What follows belongs to an exercise in optimizing a design on an open flow for small area; a production flow would make more cautious choices.
Function was checked by simulation only, so behaviour that the tests miss may differ from the original.
No activity file was given, so power comes from the tool's default toggle rates.

== the baseline ==
==> module cube_display_driver, before the edit <==
module cube_display_driver
#(
  parameter int CLK_DIV    = 2,
  parameter int LAYER_HOLD = 64
) (
  input  logic                  Clk,
  input  logic                  Reset,
  input  logic [N_CELLS-1:0]    Cells,
  input  logic                  Cells_valid,
  output logic                  Frame_taken,
  output logic                  SR_data,
  output logic                  SR_clk,
  output logic                  SR_latch,
  output logic [N_SIDE-1:0]     Layer_en,
  output logic                  Frame_done
);
  logic [8:0]         pos;
  logic [2:0]         z;
  logic               shown;       
  logic [N_CELLS-1:0] frame_buf;
  logic [N_CELLS-1:0] cells_ord;
  logic [8:0]         pos_inc;
  logic               sr_data_q;   
  logic               sr_data_nx;
  logic               sr_load;
  logic start, shift, latch, hold, last, capture, hold_n, dat;
  assign start   = pos[8] & pos[7];
  assign shift   = ~pos[8];
  assign latch   = pos[8] & ~pos[7] & ~pos[6] & (pos[5:0] == 6'd0);
  assign hold    = pos[8] & ~pos[7] & ~latch;
  assign last    = pos[8] & ~pos[7] & pos[6];
  assign capture = start & (z == 3'd0) & Cells_valid & ~Reset;
  assign hold_n  = ~(pos[8] & pos[6] & pos[5] & (z == 3'd0) & Cells_valid & ~Reset);
  assign pos_inc = pos + 9'd1;
  assign sr_load    = &pos[1:0];
  assign sr_data_nx = (shown | capture) & ~pos_inc[8] &
                      (capture ? Cells[LAYER_BITS-1] : dat);
  always_ff @(posedge Clk or posedge Reset) begin
    if (Reset) begin
      pos       <= '1;
      z         <= 3'd0;
      shown     <= 1'b0;
      sr_data_q <= 1'b0;
    end else begin
      pos       <= last ? 9'h1ff : pos_inc;
      if (sr_load) begin
        sr_data_q <= sr_data_nx;
      end
      if (last) begin
        z <= z + 3'd1;
      end
      if (capture) begin
        shown <= 1'b1;
      end
    end
  end
  always_comb begin
    for (int l = 0; l < N_SIDE; l++) begin
      for (int k = 0; k < LAYER_BITS; k++) begin
        cells_ord[l*LAYER_BITS + k] =
          Cells[l*LAYER_BITS + LAYER_BITS - 1 - ((k + 1) % LAYER_BITS)];
      end
    end
  end
  logic [N_CELLS-1:0] frame_nx;
  for (genvar i = 0; i < N_CELLS; i++) begin : g_cell
    frame_cell u_cell (
      .c      (cells_ord[i]),
      .take   (capture),
      .keep   (hold_n),
      .q      (frame_buf[i]),
      .d      (frame_nx[i])
    );
  end
  always_ff @(posedge Clk) begin
    frame_buf <= frame_nx;
  end
  layer_serializer u_ser (
    .frame (frame_buf),
    .lo    (pos[4:2]),
    .hi    (pos[7:5]),
    .z     (z),
    .bit_o (dat)
  );
  assign Frame_taken = capture;
  assign SR_data     = sr_data_q;
  assign SR_clk      = shift & pos[1];
  assign SR_latch    = latch;
  assign Frame_done  = last & (z == 3'd7);
  always_comb begin
    Layer_en = '0;
    Layer_en[z] = hold;
  end
endmodule
Settings: LEC_CHECK=0, CAP_MARGIN=20, CORE_MARGIN=2, CORE_UTILIZATION=60, CTS_BUF_LIST=sky130_fd_sc_hd__clkbuf_8, CTS_CLUSTER_DIAMETER=60, CTS_CLUSTER_SIZE=20, SLEW_MARGIN=20, SYNTH_HIERARCHICAL=1; clock period 5.0 ns.
standard.sh (not shown) runs the stock make flow with config.mk's settings and CLKGATE_MAP_FILE= SYNTH_SCRIPT=/design/flow/synth_recipe.tcl, a recipe that flattens the netlist after the stock synthesis.
==> flow/flow/run.sh <==
#!/bin/bash
# Standard ORFS layout, with the port buffers made from the smallest buffer
# cell instead of the one buffer_ports picks by itself.
set -euo pipefail
export BUFFER_PORTS_ARGS="-buffer_cell sky130_fd_sc_hd__buf_1"
bash standard.sh finish > flow_make.log 2>&1
Input-level comparison between the candidate and the baseline:
--- a/flow/design.v
+++ b/flow/design.v
@@ -92,9 +92,8 @@
   logic [N_CELLS-1:0] cells_ord;
   logic [8:0]         pos_inc;
   logic               sr_data_q;   
   logic               sr_data_nx;
-  logic               sr_load;
   logic start, shift, latch, hold, last, capture, hold_n, dat;
   assign start   = pos[8] & pos[7];
   assign shift   = ~pos[8];
   assign latch   = pos[8] & ~pos[7] & ~pos[6] & (pos[5:0] == 6'd0);
@@ -102,22 +101,19 @@
   assign last    = pos[8] & ~pos[7] & pos[6];
   assign capture = start & (z == 3'd0) & Cells_valid & ~Reset;
   assign hold_n  = ~(pos[8] & pos[6] & pos[5] & (z == 3'd0) & Cells_valid & ~Reset);
   assign pos_inc = pos + 9'd1;
-  assign sr_load    = &pos[1:0];
   assign sr_data_nx = (shown | capture) & ~pos_inc[8] &
-                      (capture ? Cells[LAYER_BITS-1] : dat);
+                      (capture ? Cells[LAYER_BITS-1] : (dat ^ ~pos[0]));
   always_ff @(posedge Clk or posedge Reset) begin
     if (Reset) begin
       pos       <= '1;
       z         <= 3'd0;
       shown     <= 1'b0;
       sr_data_q <= 1'b0;
     end else begin
       pos       <= last ? 9'h1ff : pos_inc;
-      if (sr_load) begin
-        sr_data_q <= sr_data_nx;
-      end
+      sr_data_q <= sr_data_nx;
       if (last) begin
         z <= z + 3'd1;
       end
       if (capture) begin
@@ -126,11 +122,10 @@
     end
   end
   always_comb begin
     for (int l = 0; l < N_SIDE; l++) begin
-      for (int k = 0; k < LAYER_BITS; k++) begin
-        cells_ord[l*LAYER_BITS + k] =
-          Cells[l*LAYER_BITS + LAYER_BITS - 1 - ((k + 1) % LAYER_BITS)];
+      for (int j = 0; j < LAYER_BITS; j++) begin
+        cells_ord[l*LAYER_BITS + j] = Cells[l*LAYER_BITS + LAYER_BITS - 1 - j];
       end
     end
   end
   logic [N_CELLS-1:0] frame_nx;
@@ -147,10 +142,10 @@
     frame_buf <= frame_nx;
   end
   layer_serializer u_ser (
     .frame (frame_buf),
-    .lo    (pos[4:2]),
-    .hi    (pos[7:5]),
+    .lo    (pos_inc[4:2]),
+    .hi    (pos_inc[7:5]),
     .z     (z),
     .bit_o (dat)
   );
   assign Frame_taken = capture;
==> comparison <==
The candidate and the baseline ended up with roughly the same total power consumption of the routed design.
Per the comparison of the candidate with the baseline, cell count after synthesis picked up an extra 5; non-clock buffer count went up 3; maximum buffer depth of the clock tree ~0 delta; total area of multi-input combinational cells went up.
Looking at the baseline and the candidate, the global-route wire length before repair is a wash.
Changes observed in the candidate relative to the baseline: average routed wire per standard cell increased 0.70%; total number of vias increased 146; upper clock frequency limit decreased about 20%.

[afterwards: timing with drivers on the ports]
In the flow no input, the clock included, has a driving cell. The finished layouts below were timed again as built, in two steps. Step 1: set_driving_cell puts a clkbuf_16 on Clk and a buf_2 on each other input, an assumption about the parent block. Step 2, shift: input delay + t, output delay - t, t = (earliest + latest rising clock arrival at the registers) / 2. This alone moves slack from input paths to output paths. Slacks: ideal / step 1 / step 2; pairs: ideal / step 1.
run | t, ns | slack for setup (ns) | clock arrival spread, ns | slew at the worst register clock pin (ns) | worst slew at a driven data input, ns
the baseline | 0.611 | 1.239 / 1.239 / 1.239 | 0.033 / 0.033 | 0.12 / 0.12 | 0.12
the candidate | 0.603 | 0.306 / 0.306 / 0.306 | 0.026 / 0.026 | 0.12 / 0.12 | 0.09
After both steps setup and hold are still met in every run listed.
